What follows belongs to an exercise in optimizing a design on an open flow for small area and a short achievable clock period; a production flow would make more cautious choices. Function was checked by simulation only, so behaviour that the tests miss may differ from the original. The flow treats the clock pin as an ideal source, which a real chip does not have.

## maple
==> flow/design.v (excerpt) <==
module mpi_endpoint #(
  parameter int buf_depth = 16
) (
  input  logic               clk,
  input  logic               rst,
  output mpi_pkg::flit_t     noc_out_flit,
  output logic               noc_out_last,
  output logic               noc_out_valid,
  input  logic               noc_out_ready,
  input  mpi_pkg::flit_t     noc_in_flit,
  input  logic               noc_in_last,
  input  logic               noc_in_valid,
  output logic               noc_in_ready,
  input  mpi_pkg::bus_addr_t bus_addr,
  input  logic               bus_we,
  input  logic               bus_en,
  input  mpi_pkg::flit_t     bus_data_in,
  output mpi_pkg::flit_t     bus_data_out,
  output logic               bus_ack,
  output logic               bus_err,
  output logic               irq
);
For scale: ~1200 flip-flops, ~170 I/O pins, ~43000 um^2 of cells after synthesis.
Settings: LEC_CHECK=0, CAP_MARGIN=20, CORE_MARGIN=2, CORE_UTILIZATION=70, SETUP_SLACK_MARGIN=2.9, SLEW_MARGIN=20; clock period 6.0 ns.
standard.sh (not shown) runs the stock make flow with config.mk's settings and CLKGATE_MAP_FILE= SYNTH_SCRIPT=/design/flow/synth_recipe.tcl, a recipe that flattens the netlist after the stock synthesis.
==> flow/flow/run.sh <==
#!/bin/bash
# Standard ORFS layout (the standard.sh and synthesis script) with these changes:
#  - port buffers are buf_2 cells instead of the default delay cells,
#  - resizing may change a cell's footprint,
#  - clock tree from clkbuf_16 cells in larger sink clusters, without dummy loads,
#  - the slow four-input OR/NOR cells are added to the platform's don't-use list,
#  - synthesis maps with ABC's delay relaxed for area (a copy of ORFS's scripts
#    whose abc_speed.script differs; every other step uses ORFS's own scripts).
# make's full output goes to flow_make.log in this folder; ORFS keeps each
# step's log under orfs/logs/.
set -euo pipefail
export BUFFER_PORTS_ARGS="-buffer_cell sky130_fd_sc_hd__buf_2"
export CTS_ARGS="-sink_clustering_enable -repair_clock_nets -dont_use_dummy_load -buf_list {sky130_fd_sc_hd__clkbuf_16} -sink_clustering_size 30 -sink_clustering_max_diameter 150"
platform_dont_use="sky130_fd_sc_hd__probe_p_8 sky130_fd_sc_hd__probec_p_8 sky130_fd_sc_hd__lpflow_bleeder_1 sky130_fd_sc_hd__lpflow_clkbufkapwr_1 sky130_fd_sc_hd__lpflow_clkbufkapwr_16 sky130_fd_sc_hd__lpflow_clkbufkapwr_2 sky130_fd_sc_hd__lpflow_clkbufkapwr_4 sky130_fd_sc_hd__lpflow_clkbufkapwr_8 sky130_fd_sc_hd__lpflow_clkinvkapwr_1 sky130_fd_sc_hd__lpflow_clkinvkapwr_16 sky130_fd_sc_hd__lpflow_clkinvkapwr_2 sky130_fd_sc_hd__lpflow_clkinvkapwr_4 sky130_fd_sc_hd__lpflow_clkinvkapwr_8 sky130_fd_sc_hd__lpflow_decapkapwr_12 sky130_fd_sc_hd__lpflow_decapkapwr_3 sky130_fd_sc_hd__lpflow_decapkapwr_4 sky130_fd_sc_hd__lpflow_decapkapwr_6 sky130_fd_sc_hd__lpflow_decapkapwr_8 sky130_fd_sc_hd__lpflow_inputiso0n_1 sky130_fd_sc_hd__lpflow_inputiso0p_1 sky130_fd_sc_hd__lpflow_inputiso1n_1 sky130_fd_sc_hd__lpflow_inputiso1p_1 sky130_fd_sc_hd__lpflow_inputisolatch_1 sky130_fd_sc_hd__lpflow_isobufsrc_1 sky130_fd_sc_hd__lpflow_isobufsrc_16 sky130_fd_sc_hd__lpflow_isobufsrc_2 sky130_fd_sc_hd__lpflow_isobufsrc_4 sky130_fd_sc_hd__lpflow_isobufsrc_8 sky130_fd_sc_hd__lpflow_isobufsrckapwr_16 sky130_fd_sc_hd__lpflow_lsbuf_lh_hl_isowell_tap_1 sky130_fd_sc_hd__lpflow_lsbuf_lh_hl_isowell_tap_2 sky130_fd_sc_hd__lpflow_lsbuf_lh_hl_isowell_tap_4 sky130_fd_sc_hd__lpflow_lsbuf_lh_isowell_4 sky130_fd_sc_hd__lpflow_lsbuf_lh_isowell_tap_1 sky130_fd_sc_hd__lpflow_lsbuf_lh_isowell_tap_2 sky130_fd_sc_hd__lpflow_lsbuf_lh_isowell_tap_4"
slow4=""
for c in or4 or4b or4bb nor4 nor4b nor4bb; do
  for d in 1 2 4; do slow4="$slow4 sky130_fd_sc_hd__${c}_${d}"; done
done
rm -rf abc_scripts
cp -r "$FLOW_HOME/scripts" abc_scripts
cat > abc_scripts/abc_speed.script <<'ABC'
&get -n
&st
&syn2
&dch -f
&nf -R 1000 -p
&put
buffer -c
topo
stime -c
upsize -c
dnsize -c
ABC
bash standard.sh MATCH_CELL_FOOTPRINT=0 "DONT_USE_CELLS=$platform_dont_use$slow4" "SCRIPTS_DIR=$PWD/abc_scripts" synth > flow_synth.log 2>&1
bash standard.sh MATCH_CELL_FOOTPRINT=0 "DONT_USE_CELLS=$platform_dont_use$slow4" finish > flow_make.log 2>&1
maple reached the final stage; the timing, design-rule and antenna checks on its layout passed.
Setup changes, maple to nickel
Settings: CORE_UTILIZATION: 70 -> 65.
--- a/flow/flow/run.sh
+++ b/flow/flow/run.sh
@@ -4,7 +4,5 @@
 #  - resizing may change a cell's footprint,
 #  - clock tree from clkbuf_16 cells in larger sink clusters, without dummy loads,
-#  - the slow four-input OR/NOR cells are added to the platform's don't-use list,
-#  - synthesis maps with ABC's delay relaxed for area (a copy of ORFS's scripts
-#    whose abc_speed.script differs; every other step uses ORFS's own scripts).
+#  - the slow four-input OR/NOR cells are added to the platform's don't-use list.
 # make's full output goes to flow_make.log in this folder; ORFS keeps each
 # step's log under orfs/logs/.
@@ -17,19 +15,3 @@
   for d in 1 2 4; do slow4="$slow4 sky130_fd_sc_hd__${c}_${d}"; done
 done
-rm -rf abc_scripts
-cp -r "$FLOW_HOME/scripts" abc_scripts
-cat > abc_scripts/abc_speed.script <<'ABC'
-&get -n
-&st
-&syn2
-&dch -f
-&nf -R 1000 -p
-&put
-buffer -c
-topo
-stime -c
-upsize -c
-dnsize -c
-ABC
-bash standard.sh MATCH_CELL_FOOTPRINT=0 "DONT_USE_CELLS=$platform_dont_use$slow4" "SCRIPTS_DIR=$PWD/abc_scripts" synth > flow_synth.log 2>&1
 bash standard.sh MATCH_CELL_FOOTPRINT=0 "DONT_USE_CELLS=$platform_dont_use$slow4" finish > flow_make.log 2>&1
Notes after the runs:
Relative to maple, the wire length of nickel is higher by about 4.6%. Measured against each other, nickel and maple differ in synthesized cell count, the higher figure coming from maple. Maximum clock frequency delta for nickel relative to maple: about 0.7% higher. Against maple, worst setup slack after layout in nickel came out better. From maple to nickel the numbers moved as follows: initial standard-cell utilization of the core has decreased; die width has increased; cell count has remained practically unchanged.

static timing again, ports no longer ideal:
Ports are ideal in the flow. The routed layouts listed here were re-timed in OpenROAD.
Step 1: set_driving_cell puts a clkbuf_16 on clk and a buf_2 on each other input, an assumption about the parent block.
Step 2 adds t to the input delays and takes it off the output delays; t is the mean of the earliest and latest rising clock arrival at the registers after step 1. Input paths then give back, and output paths get back, about the clock's delay inside the block.
Three values: ideal ports, drivers, drivers and shift; two values: the first two.
run | t, ns | setup WS [ns] | worst hold slack (ns) | worst setup path at the end | worst data-port slew with drivers (ns)
maple | 0.691 | 2.792 / 2.733 / 2.233 | 0.456 / 0.456 / 0.456 | input to register | 0.12
nickel | 0.681 | 2.814 / 2.779 / 2.470 | 0.456 / 0.456 / 0.456 | input to register | 0.12
After both steps setup and hold are still met in every run listed. For maple, which loses most, drivers alone change the setup slack by -0.059 ns; drivers and shift together by -0.559 ns.
